This design comes from an exercise in tuning for a short achievable clock period and few clock cycles on the open sky130 flow, not from production work. In this exercise RTL edits were held to simulation tests only and were not proved equivalent to the original. Power and IR drop assume default switching activity.

[design/flow/run.sh]
#!/bin/bash
# synth_recipe.tcl (not shown) runs the flow's synth.tcl, then flattens the netlist and writes it again
# the make line also repeats each setting of config.mk as NAME=value (left out here)
make -C /OpenROAD-flow-scripts/flow DESIGN_CONFIG=/design/flow/config.mk WORK_HOME=/design/flow/orfs CLKGATE_MAP_FILE= SYNTH_SCRIPT=/design/flow/synth_recipe.tcl finish
[design/flow/config.mk]
export PLATFORM = sky130hd
export DESIGN_NAME = rv_core
export DESIGN_NICKNAME = rv_core
export VERILOG_FILES = /design/flow/design.v
export SDC_FILE = /design/flow/constraint.sdc
export NUM_CORES = 4
export LEC_CHECK = 0
export CAP_MARGIN = 20
export CORE_MARGIN = 2
export CORE_UTILIZATION = 40
export SLEW_MARGIN = 20
[design/flow/constraint.sdc]
create_clock -name core_clock -period 8.0 [get_ports {CLK}]
set_input_delay 1.6000 -clock core_clock [delete_from_list [all_inputs] [get_ports {CLK}]]
set_output_delay 1.6000 -clock core_clock [all_outputs]
set_load 0.01 [all_outputs]
[design/flow/design.v]
package core_pkg;
  typedef logic [31:0] word_t;
  typedef logic [4:0] reg_addr_t;
  typedef logic [31:0] imm_t;
  typedef enum logic [3:0] {
    ALU_ADD,
    ALU_SUB,
    ALU_AND,
    ALU_OR,
    ALU_XOR,
    ALU_SLT,
    ALU_SLTU,
    ALU_SLL,
    ALU_SRL,
    ALU_SRA,
    ALU_PASS_B
  } alu_op_t;
  typedef enum logic [2:0] {
    BR_NONE,
    BR_BEQ,
    BR_BNE,
    BR_BLT,
    BR_BGE,
    BR_JAL
  } branch_op_t;
  typedef enum logic {
    FWD_NONE,
    FWD_WB
  } fwd_sel_t;
endpackage
module fetch_unit (
  input  logic            CLK,
  input  logic            RST,
  input  logic            redirect_i,
  input  core_pkg::word_t target_i,
  input  logic            flush_i,
  input  core_pkg::word_t fetch_insn_i,
  output core_pkg::word_t fetch_addr_o,
  output logic            id_valid_o,
  output core_pkg::word_t id_pc_o,
  output core_pkg::word_t id_insn_o
);
  core_pkg::word_t ret_pc_q;
  logic  ret_valid_q;
  always_ff @(posedge CLK) begin
    if (RST) begin
      fetch_addr_o <= 32'h0000_0000;
    end else if (redirect_i) begin
      fetch_addr_o <= target_i;
    end else begin
      fetch_addr_o <= fetch_addr_o + 32'd4;
    end
  end
  always_ff @(posedge CLK) begin
    if (RST) begin
      ret_valid_q <= 1'b0;
      id_valid_o  <= 1'b0;
    end else begin
      ret_valid_q <= !flush_i;
      id_valid_o  <= ret_valid_q && !flush_i;
    end
  end
  always_ff @(posedge CLK) begin
    ret_pc_q  <= fetch_addr_o;
    id_pc_o   <= ret_pc_q;
    id_insn_o <= fetch_insn_i;
  end
endmodule
module pipeline_control (
  input  core_pkg::reg_addr_t id_rs1_addr_i,
  input  core_pkg::reg_addr_t id_rs2_addr_i,
  input  core_pkg::reg_addr_t ex_rs1_addr_i,
  input  core_pkg::reg_addr_t ex_rs2_addr_i,
  input  core_pkg::reg_addr_t wb_rd_addr_i,
  input  logic                wb_valid_i,
  input  logic                redirect_i,
  output core_pkg::fwd_sel_t  fwd_a_o,
  output core_pkg::fwd_sel_t  fwd_b_o,
  output logic                bypass_a_o,
  output logic                bypass_b_o,
  output logic                flush_o
);
  logic wb_writes;
  assign wb_writes = wb_valid_i && (wb_rd_addr_i != '0);
  always_comb begin
    fwd_a_o = core_pkg::FWD_NONE;
    fwd_b_o = core_pkg::FWD_NONE;
    if (wb_writes && (ex_rs1_addr_i == wb_rd_addr_i)) begin
      fwd_a_o = core_pkg::FWD_WB;
    end
    if (wb_writes && (ex_rs2_addr_i == wb_rd_addr_i)) begin
      fwd_b_o = core_pkg::FWD_WB;
    end
  end
  assign bypass_a_o = wb_writes && (id_rs1_addr_i == wb_rd_addr_i);
  assign bypass_b_o = wb_writes && (id_rs2_addr_i == wb_rd_addr_i);
  assign flush_o = redirect_i;
endmodule
module regfile (
  input  logic                CLK,
  input  logic                RST,
  input  core_pkg::reg_addr_t rs1_addr_i,
  input  core_pkg::reg_addr_t rs2_addr_i,
  output core_pkg::word_t     rs1_rdata_o,
  output core_pkg::word_t     rs2_rdata_o,
  input  core_pkg::reg_addr_t rd_addr_i,
  input  core_pkg::word_t     rd_wdata_i,
  input  logic                we_i
);
  core_pkg::word_t regs [32];
  always_ff @(posedge CLK) begin
    if (RST) begin
      for (int i = 0; i < 32; i++) begin
        regs[i] <= '0;
      end
    end else if (we_i && rd_addr_i != '0) begin
      regs[rd_addr_i] <= rd_wdata_i;
    end
  end
  assign rs1_rdata_o = regs[rs1_addr_i];
  assign rs2_rdata_o = regs[rs2_addr_i];
endmodule
module decode_stage (
  input  logic                   CLK,
  input  logic                   RST,
  input  logic                   flush_i,
  input  logic                   id_valid_i,
  input  core_pkg::word_t        id_pc_i,
  input  core_pkg::word_t        id_insn_i,
  output core_pkg::reg_addr_t    rs1_addr_o,
  output core_pkg::reg_addr_t    rs2_addr_o,
  input  core_pkg::word_t        rs1_rdata_i,
  input  core_pkg::word_t        rs2_rdata_i,
  input  logic                   bypass_a_i,
  input  logic                   bypass_b_i,
  input  core_pkg::word_t        wb_wdata_i,
  output logic                   ex_valid_o,
  output core_pkg::word_t        ex_pc_o,
  output core_pkg::reg_addr_t    ex_rs1_addr_o,
  output core_pkg::reg_addr_t    ex_rs2_addr_o,
  output core_pkg::reg_addr_t    ex_rd_addr_o,
  output core_pkg::word_t        ex_rs1_o,
  output core_pkg::word_t        ex_rs2_o,
  output core_pkg::imm_t         ex_imm_o,
  output core_pkg::alu_op_t      ex_alu_op_o,
  output core_pkg::branch_op_t   ex_branch_op_o,
  output logic                   ex_use_imm_o
);
  localparam logic [6:0] OPC_OP     = 7'b0110011;
  localparam logic [6:0] OPC_OP_IMM = 7'b0010011;
  localparam logic [6:0] OPC_LUI    = 7'b0110111;
  localparam logic [6:0] OPC_BRANCH = 7'b1100011;
  localparam logic [6:0] OPC_JAL    = 7'b1101111;
  logic [6:0] opcode;
  logic [2:0] funct3;
  logic       rs1_used;
  logic       rs2_used;
  logic       rd_used;
  core_pkg::alu_op_t    alu_op;
  core_pkg::branch_op_t branch_op;
  logic       use_imm;
  core_pkg::imm_t       imm;
  core_pkg::word_t      rs1_val;
  core_pkg::word_t      rs2_val;
  function automatic logic [3:0] alu_decode(input logic [2:0] f3, input logic alt);
    case (f3)
      3'b000:  alu_decode = alt ? core_pkg::ALU_SUB : core_pkg::ALU_ADD;
      3'b001:  alu_decode = core_pkg::ALU_SLL;
      3'b010:  alu_decode = core_pkg::ALU_SLT;
      3'b011:  alu_decode = core_pkg::ALU_SLTU;
      3'b100:  alu_decode = core_pkg::ALU_XOR;
      3'b101:  alu_decode = alt ? core_pkg::ALU_SRA : core_pkg::ALU_SRL;
      3'b110:  alu_decode = core_pkg::ALU_OR;
      default: alu_decode = core_pkg::ALU_AND;
    endcase
  endfunction
  assign opcode = id_insn_i[6:0];
  assign funct3 = id_insn_i[14:12];
  always_comb begin
    rs1_used  = 1'b0;
    rs2_used  = 1'b0;
    rd_used   = 1'b0;
    alu_op    = core_pkg::ALU_ADD;
    branch_op = core_pkg::BR_NONE;
    use_imm   = 1'b0;
    imm       = '0;
    case (opcode)
      OPC_OP: begin
        rs1_used = 1'b1;
        rs2_used = 1'b1;
        rd_used  = 1'b1;
        alu_op   = core_pkg::alu_op_t'(alu_decode(funct3, id_insn_i[30]));
      end
      OPC_OP_IMM: begin
        rs1_used = 1'b1;
        rd_used  = 1'b1;
        use_imm  = 1'b1;
        alu_op   = core_pkg::alu_op_t'(alu_decode(funct3, id_insn_i[30] && funct3 == 3'b101));
        imm      = {{20{id_insn_i[31]}}, id_insn_i[31:20]};
      end
      OPC_LUI: begin
        rd_used = 1'b1;
        use_imm = 1'b1;
        alu_op  = core_pkg::ALU_PASS_B;
        imm     = {id_insn_i[31:12], 12'b0};
      end
      OPC_BRANCH: begin
        rs1_used = 1'b1;
        rs2_used = 1'b1;
        imm      = {{19{id_insn_i[31]}}, id_insn_i[31], id_insn_i[7],
                    id_insn_i[30:25], id_insn_i[11:8], 1'b0};
        case (funct3)
          3'b000:  branch_op = core_pkg::BR_BEQ;
          3'b001:  branch_op = core_pkg::BR_BNE;
          3'b100:  branch_op = core_pkg::BR_BLT;
          3'b101:  branch_op = core_pkg::BR_BGE;
          default: branch_op = core_pkg::BR_NONE;
        endcase
      end
      OPC_JAL: begin
        rd_used   = 1'b1;
        branch_op = core_pkg::BR_JAL;
        imm       = {{11{id_insn_i[31]}}, id_insn_i[31], id_insn_i[19:12],
                     id_insn_i[20], id_insn_i[30:21], 1'b0};
      end
      default: ;
    endcase
  end
  assign rs1_addr_o = rs1_used ? id_insn_i[19:15] : '0;
  assign rs2_addr_o = rs2_used ? id_insn_i[24:20] : '0;
  assign rs1_val = bypass_a_i ? wb_wdata_i : rs1_rdata_i;
  assign rs2_val = bypass_b_i ? wb_wdata_i : rs2_rdata_i;
  always_ff @(posedge CLK) begin
    if (RST || flush_i || !id_valid_i) begin
      ex_valid_o     <= 1'b0;
      ex_rs1_addr_o  <= '0;
      ex_rs2_addr_o  <= '0;
      ex_rd_addr_o   <= '0;
      ex_branch_op_o <= core_pkg::BR_NONE;
    end else begin
      ex_valid_o     <= 1'b1;
      ex_rs1_addr_o  <= rs1_addr_o;
      ex_rs2_addr_o  <= rs2_addr_o;
      ex_rd_addr_o   <= rd_used ? id_insn_i[11:7] : '0;
      ex_branch_op_o <= branch_op;
    end
  end
  always_ff @(posedge CLK) begin
    ex_pc_o      <= id_pc_i;
    ex_rs1_o     <= rs1_val;
    ex_rs2_o     <= rs2_val;
    ex_imm_o     <= imm;
    ex_alu_op_o  <= alu_op;
    ex_use_imm_o <= use_imm;
  end
endmodule
module execute_stage (
  input  logic                 CLK,
  input  logic                 RST,
  input  logic                 ex_valid_i,
  input  core_pkg::word_t      ex_pc_i,
  input  core_pkg::reg_addr_t  ex_rd_addr_i,
  input  core_pkg::word_t      ex_rs1_i,
  input  core_pkg::word_t      ex_rs2_i,
  input  core_pkg::imm_t       ex_imm_i,
  input  core_pkg::alu_op_t    ex_alu_op_i,
  input  core_pkg::branch_op_t ex_branch_op_i,
  input  logic                 ex_use_imm_i,
  input  core_pkg::fwd_sel_t   fwd_a_i,
  input  core_pkg::fwd_sel_t   fwd_b_i,
  output logic                 redirect_o,
  output core_pkg::word_t      target_o,
  output logic                 wb_valid_o,
  output core_pkg::word_t      wb_pc_o,
  output core_pkg::reg_addr_t  wb_rd_addr_o,
  output core_pkg::word_t      wb_wdata_o
);
  core_pkg::word_t rs1_val;
  core_pkg::word_t rs2_val;
  core_pkg::word_t op_b;
  core_pkg::word_t alu_result;
  core_pkg::word_t result;
  logic  taken;
  function automatic logic [31:0] fwd_mux(input logic sel, input logic [31:0] stage_val,
                                        input logic [31:0] wb_val);
    fwd_mux = (sel == core_pkg::FWD_WB) ? wb_val : stage_val;
  endfunction
  assign rs1_val = fwd_mux(fwd_a_i, ex_rs1_i, wb_wdata_o);
  assign rs2_val = fwd_mux(fwd_b_i, ex_rs2_i, wb_wdata_o);
  assign op_b    = ex_use_imm_i ? ex_imm_i : rs2_val;
  always_comb begin
    case (ex_alu_op_i)
      core_pkg::ALU_SUB:    alu_result = rs1_val - op_b;
      core_pkg::ALU_AND:    alu_result = rs1_val & op_b;
      core_pkg::ALU_OR:     alu_result = rs1_val | op_b;
      core_pkg::ALU_XOR:    alu_result = rs1_val ^ op_b;
      core_pkg::ALU_SLT:    alu_result = {31'b0, $signed(rs1_val) < $signed(op_b)};
      core_pkg::ALU_SLTU:   alu_result = {31'b0, rs1_val < op_b};
      core_pkg::ALU_SLL:    alu_result = rs1_val << op_b[4:0];
      core_pkg::ALU_SRL:    alu_result = rs1_val >> op_b[4:0];
      core_pkg::ALU_SRA:    alu_result = $signed(rs1_val) >>> op_b[4:0];
      core_pkg::ALU_PASS_B: alu_result = op_b;
      default:    alu_result = rs1_val + op_b;
    endcase
  end
  always_comb begin
    case (ex_branch_op_i)
      core_pkg::BR_BEQ:  taken = rs1_val == rs2_val;
      core_pkg::BR_BNE:  taken = rs1_val != rs2_val;
      core_pkg::BR_BLT:  taken = $signed(rs1_val) < $signed(rs2_val);
      core_pkg::BR_BGE:  taken = $signed(rs1_val) >= $signed(rs2_val);
      core_pkg::BR_JAL:  taken = 1'b1;
      default: taken = 1'b0;
    endcase
  end
  assign redirect_o = ex_valid_i && taken;
  assign target_o   = ex_pc_i + ex_imm_i;
  assign result = (ex_branch_op_i == core_pkg::BR_JAL) ? ex_pc_i + 32'd4 : alu_result;
  always_ff @(posedge CLK) begin
    if (RST) begin
      wb_valid_o   <= 1'b0;
      wb_rd_addr_o <= '0;
    end else begin
      wb_valid_o   <= ex_valid_i;
      wb_rd_addr_o <= ex_valid_i ? ex_rd_addr_i : '0;
    end
  end
  always_ff @(posedge CLK) begin
    wb_pc_o    <= ex_pc_i;
    wb_wdata_o <= (ex_valid_i && ex_rd_addr_i != '0) ? result : '0;
  end
endmodule
module rv_core (
  input  logic               CLK,
  input  logic               RST,
  output core_pkg::word_t     fetch_addr_o,
  input  core_pkg::word_t     fetch_insn_i,
  output logic               retire_valid_o,
  output core_pkg::word_t     retire_pc_o,
  output core_pkg::reg_addr_t retire_rd_addr_o,
  output core_pkg::word_t     retire_rd_wdata_o
);
  logic       id_valid;
  core_pkg::word_t      id_pc;
  core_pkg::word_t      id_insn;
  core_pkg::reg_addr_t  rs1_addr;
  core_pkg::reg_addr_t  rs2_addr;
  core_pkg::word_t      rs1_rdata;
  core_pkg::word_t      rs2_rdata;
  logic       bypass_a;
  logic       bypass_b;
  logic       ex_valid;
  core_pkg::word_t      ex_pc;
  core_pkg::reg_addr_t  ex_rs1_addr;
  core_pkg::reg_addr_t  ex_rs2_addr;
  core_pkg::reg_addr_t  ex_rd_addr;
  core_pkg::word_t      ex_rs1;
  core_pkg::word_t      ex_rs2;
  core_pkg::imm_t       ex_imm;
  core_pkg::alu_op_t    ex_alu_op;
  core_pkg::branch_op_t ex_branch_op;
  logic       ex_use_imm;
  core_pkg::fwd_sel_t   fwd_a;
  core_pkg::fwd_sel_t   fwd_b;
  logic       redirect;
  core_pkg::word_t      target;
  logic       flush;
  logic       wb_valid;
  core_pkg::word_t      wb_pc;
  core_pkg::reg_addr_t  wb_rd_addr;
  core_pkg::word_t      wb_wdata;
  fetch_unit fetch_unit_i (
    .CLK          (CLK),
    .RST          (RST),
    .redirect_i   (redirect),
    .target_i     (target),
    .flush_i      (flush),
    .fetch_insn_i (fetch_insn_i),
    .fetch_addr_o (fetch_addr_o),
    .id_valid_o   (id_valid),
    .id_pc_o      (id_pc),
    .id_insn_o    (id_insn)
  );
  decode_stage decode_stage_i (
    .CLK            (CLK),
    .RST            (RST),
    .flush_i        (flush),
    .id_valid_i     (id_valid),
    .id_pc_i        (id_pc),
    .id_insn_i      (id_insn),
    .rs1_addr_o     (rs1_addr),
    .rs2_addr_o     (rs2_addr),
    .rs1_rdata_i    (rs1_rdata),
    .rs2_rdata_i    (rs2_rdata),
    .bypass_a_i     (bypass_a),
    .bypass_b_i     (bypass_b),
    .wb_wdata_i     (wb_wdata),
    .ex_valid_o     (ex_valid),
    .ex_pc_o        (ex_pc),
    .ex_rs1_addr_o  (ex_rs1_addr),
    .ex_rs2_addr_o  (ex_rs2_addr),
    .ex_rd_addr_o   (ex_rd_addr),
    .ex_rs1_o       (ex_rs1),
    .ex_rs2_o       (ex_rs2),
    .ex_imm_o       (ex_imm),
    .ex_alu_op_o    (ex_alu_op),
    .ex_branch_op_o (ex_branch_op),
    .ex_use_imm_o   (ex_use_imm)
  );
  regfile regfile_i (
    .CLK         (CLK),
    .RST         (RST),
    .rs1_addr_i  (rs1_addr),
    .rs2_addr_i  (rs2_addr),
    .rs1_rdata_o (rs1_rdata),
    .rs2_rdata_o (rs2_rdata),
    .rd_addr_i   (wb_rd_addr),
    .rd_wdata_i  (wb_wdata),
    .we_i        (wb_valid)
  );
  execute_stage execute_stage_i (
    .CLK            (CLK),
    .RST            (RST),
    .ex_valid_i     (ex_valid),
    .ex_pc_i        (ex_pc),
    .ex_rd_addr_i   (ex_rd_addr),
    .ex_rs1_i       (ex_rs1),
    .ex_rs2_i       (ex_rs2),
    .ex_imm_i       (ex_imm),
    .ex_alu_op_i    (ex_alu_op),
    .ex_branch_op_i (ex_branch_op),
    .ex_use_imm_i   (ex_use_imm),
    .fwd_a_i        (fwd_a),
    .fwd_b_i        (fwd_b),
    .redirect_o     (redirect),
    .target_o       (target),
    .wb_valid_o     (wb_valid),
    .wb_pc_o        (wb_pc),
    .wb_rd_addr_o   (wb_rd_addr),
    .wb_wdata_o     (wb_wdata)
  );
  pipeline_control pipeline_control_i (
    .id_rs1_addr_i (rs1_addr),
    .id_rs2_addr_i (rs2_addr),
    .ex_rs1_addr_i (ex_rs1_addr),
    .ex_rs2_addr_i (ex_rs2_addr),
    .wb_rd_addr_i  (wb_rd_addr),
    .wb_valid_i    (wb_valid),
    .redirect_i    (redirect),
    .fwd_a_o       (fwd_a),
    .fwd_b_o       (fwd_b),
    .bypass_a_o    (bypass_a),
    .bypass_b_o    (bypass_b),
    .flush_o       (flush)
  );
  assign retire_valid_o    = wb_valid;
  assign retire_pc_o       = wb_pc;
  assign retire_rd_addr_o  = wb_rd_addr;
  assign retire_rd_wdata_o = wb_wdata;
endmodule
==> qor.yml <==
sta:
  hold_viol: 0
  finClkSkew_ns: 0.0353
  slew_viol_final: 0
  rsz0062_at_grt: "false"
  clock.fmax_mhz: 138
  slew-limit-headroom: 0.185
  tightest_slew_ns: 1.19
  setup_viol: 0
  fin_crit_sh: 0.904
  fin_crit_ns: 7.23
  final.setup.tns_ns: 0
floorplan:
  rows: 162
  die_x_um: 447
  die_area_um2: 200000
  dieHeight_um: 447
  core_um2: 195000
  ios: 136
  initial_core_util: 0.403
clocking:
  clk_latency_ns: 0.84
  h-tree-depth: 4
  clk_pin_slew_worst_paths_ns: 0.06
  cts_tree: "yes"
  clockBufferDepth: 3
  holdBufCountCts: 0
  cts_resized: 0
  post_cts_buffers: 0
  cts_made_buffers: 155
  clock-root-buffer: "clkbuf_16"
  cts_num_sinks: 1376
synthesis:
  netlist_area_um2: 78600
  yosysSeqAreaShare: 0.481
  synth_area_leaders: "edfxtp_1 (39%), dfxtp_1 (9.0%), and2_1 (7.2%), mux4_2 (5.5%), nand2_1 (3.9%)"
  synthCells: 7738
  ys_async_sr_fraction: 0
  post-synth-top-area-fraction: 0.391
  synth_seq_cells: 1376
  ys_warn_count: 5
  yosysTopAreaCell: "edfxtp_1"
  synth.distinct_cells: 100
  synth-edff-count: 1024
  avgSynthCellArea_um2: 10.2
  ys.flop_type: "edfxtp_1"
global_routing:
  grt_usage: 0.341
  grt_pass1_vias: 64100
  grt_pass1_wl_mm: 488
  grt_max_degree: 164
  overflow: 0
  grt_antenna_before_repair: 39
finish:
  nets: 7694
  area_growth_pct: 11.5
  postLayoutCoreUtil: 0.449
  drive_above_1_share: 0.111
  layout_common_cells: "edfxtp_1 (1024), and2_1 (899), nand2_1 (817), o21ai_0 (431), nand3_1 (392)"
  final_common_cell: "edfxtp_1"
power:
  ir_drop_uv: 228
  powerDensity_nw_per_um2: 202
  leakagePower_nw: 31.8
detailed_routing:
  drcViolationCount: 0
  vias: 67300
  post_drt_via_cell_ratio: 6.56
  drt_wl_total_mm: 350
  wl_per_cell_um: 34.1
  ant_nets: 0
  dr.pass1.iters: 6
  drtIter0Drc: 9880
worst_hold_path:
  hp-class: "register to register"
  hold_depth: 0
critical_path:
  critPathLaunchType: "register"
  endpoint_kind: "register"
  critPathRequiredTime_ns: 8.73
  cp_max_fo: 19
  crit_chain: "or3_1 -> o31a_1 -> nand3_2 -> buf_4 -> nand2_1 -> nand2_1 -> ha_1 -> nand4_1 -> or4_1 -> or4_1 -> nor3_1 -> mux2i_1 -> o2111ai_4 -> nor3b_2 -> nor4b_1"
  crit_arrival_ns: 7.96
  rr_worst_depth: 15
  max_stage_delay_ns: 0.85
  critPathKind: "register to register"
  crit_slowest_cell: "nor3b_2"
placed_design:
  port_buffers: 135
  hpwl_mm: 227
  place_congestion: 1.05
run:
  maxCapViolCount: 0
status:
  status: "complete, no violations"
## Yosys cell counts, types with 105 or more instances
cell,instances
edfxtp_1,1024
clkbuf_1,665
nor3_1,175
o22ai_1,238
nand3_1,395
o211ai_1,124
nor2_1,334
mux2i_1,143
nand2_1,827
o21ai_0,438
a21oi_1,183
a31oi_1,108
o221ai_1,340
and2_1,903
inv_1,105
mux4_2,193
ha_1,162
dfxtp_1,352
## critical path: cells and delay by family (launching register included)
kind            cells  cell delay [ns]
mux                 1             0.33
buf+inv             1             0.46
simple gates       10             4.63
compound gates      2             0.64
flops               1             0.62
fa+ha+maj           1             0.43
## final cells by class
class,count,area [µm²]
clock inverter,64,802
tap,2624,3280
multi-input combinational,5492,37700
antenna,28,70.1
fill,18200,107000
timing repair buffer,355,3220
clock buffer,213,4390
inverter,115,449
sequential,1376,37800
## per-layer routing
layer  part of all wire  global-route usage  vias up  wire length (µm)
li1                   -                   -    28400                 -
met1               0.38               0.440    33500            133000
met2               0.45               0.520     4528            156000
met3               0.11              0.0826      873             38200
met4              0.064               0.203       24             22400
met5            0.00045                   0        -               157
## cell families (layout without fill, tap and decap cells)
family	Yosys count	after routing	share of synthesized area
buf+inv	901	747	0.0447
simple gates	2867	2867	0.184
xor+xnor	134	134	0.0149
compound gates	1883	1883	0.165
fa+ha+maj	165	165	0.0265
flops	1376	1376	0.481
mux	411	411	0.0842
other cells	1	60	0.0000477
## state kept, by name, indices dropped and copies added (netlist names), 32 cells and up
register,cells
fetch_unit_i.id_pc_o,32
regfile_i.regs,1024
decode_stage_i.ex_rs2_o,32
execute_stage_i.wb_wdata_o,32
fetch_unit_i.fetch_addr_o,32
execute_stage_i.wb_pc_o,32
decode_stage_i.ex_imm_o,32
fetch_unit_i.ret_pc_q,32
decode_stage_i.ex_pc_o,32
fetch_unit_i.id_insn_o,32
decode_stage_i.ex_rs1_o,32
## final timing paths
kind                                        start                          endpoint  slack (ns)
setup / recovery  execute_stage_i.wb_rd_addr_o[2]  decode_stage_i.ex_branch_op_o[1]        0.77
setup reg to reg  execute_stage_i.wb_rd_addr_o[2]  decode_stage_i.ex_branch_op_o[1]        0.77
hold reg to reg           fetch_unit_i.id_pc_o[2]         decode_stage_i.ex_pc_o[2]        0.31
hold / removal            fetch_unit_i.id_pc_o[2]         decode_stage_i.ex_pc_o[2]        0.31
## where the power goes
group	internal, W	total (W)	switching (W)
clock	0.00429	0.00743	0.00314
sequential	0.00788	0.00809	0.000216
combinational	0.000705	0.00223	0.00153
total	0.0129	0.0178	0.00488
## stage by stage
stage	total power (W)	hold slack, ns	cell area (µm²)	setup WS (ns)	instances
floorplan	0.00944	0.310	78700	2.12	7769
detailed placement	0.0104	0.312	82400	0.973	9961
finish	0.0178	0.314	87700	0.769	10300
CTS	0.0177	0.316	87600	0.946	10200
global route	0.0182	0.322	87600	0.467	10200
global placement	0.0104	0.310	82400	1.18	9959
Testbench counts, summed over its fixed seeds: cycles 75,728.

[afterwards: timing with drivers on the ports]
Ports are ideal in the flow. The routed layout listed here was re-timed in OpenROAD.
Step 1, drivers: a clkbuf_16 drives CLK and a buf_2 each remaining input, both assumed.
Step 2 moves the port delays by t, midway between the first and last clock arrival at a register: inputs arrive t later, outputs are due t later. That takes back most of the time a late clock gives input paths.
Three values: ideal ports, drivers, drivers and shift; two values: the first two.
shift t [ns]: 0.909
slack for setup (ns): 0.769 / 0.769 / 0.769
worst setup path after step 2: register to register
After both steps this run still meets setup and hold. The setup slack of this run moves by 0.000 ns with the drivers and by 0.000 ns with both steps.
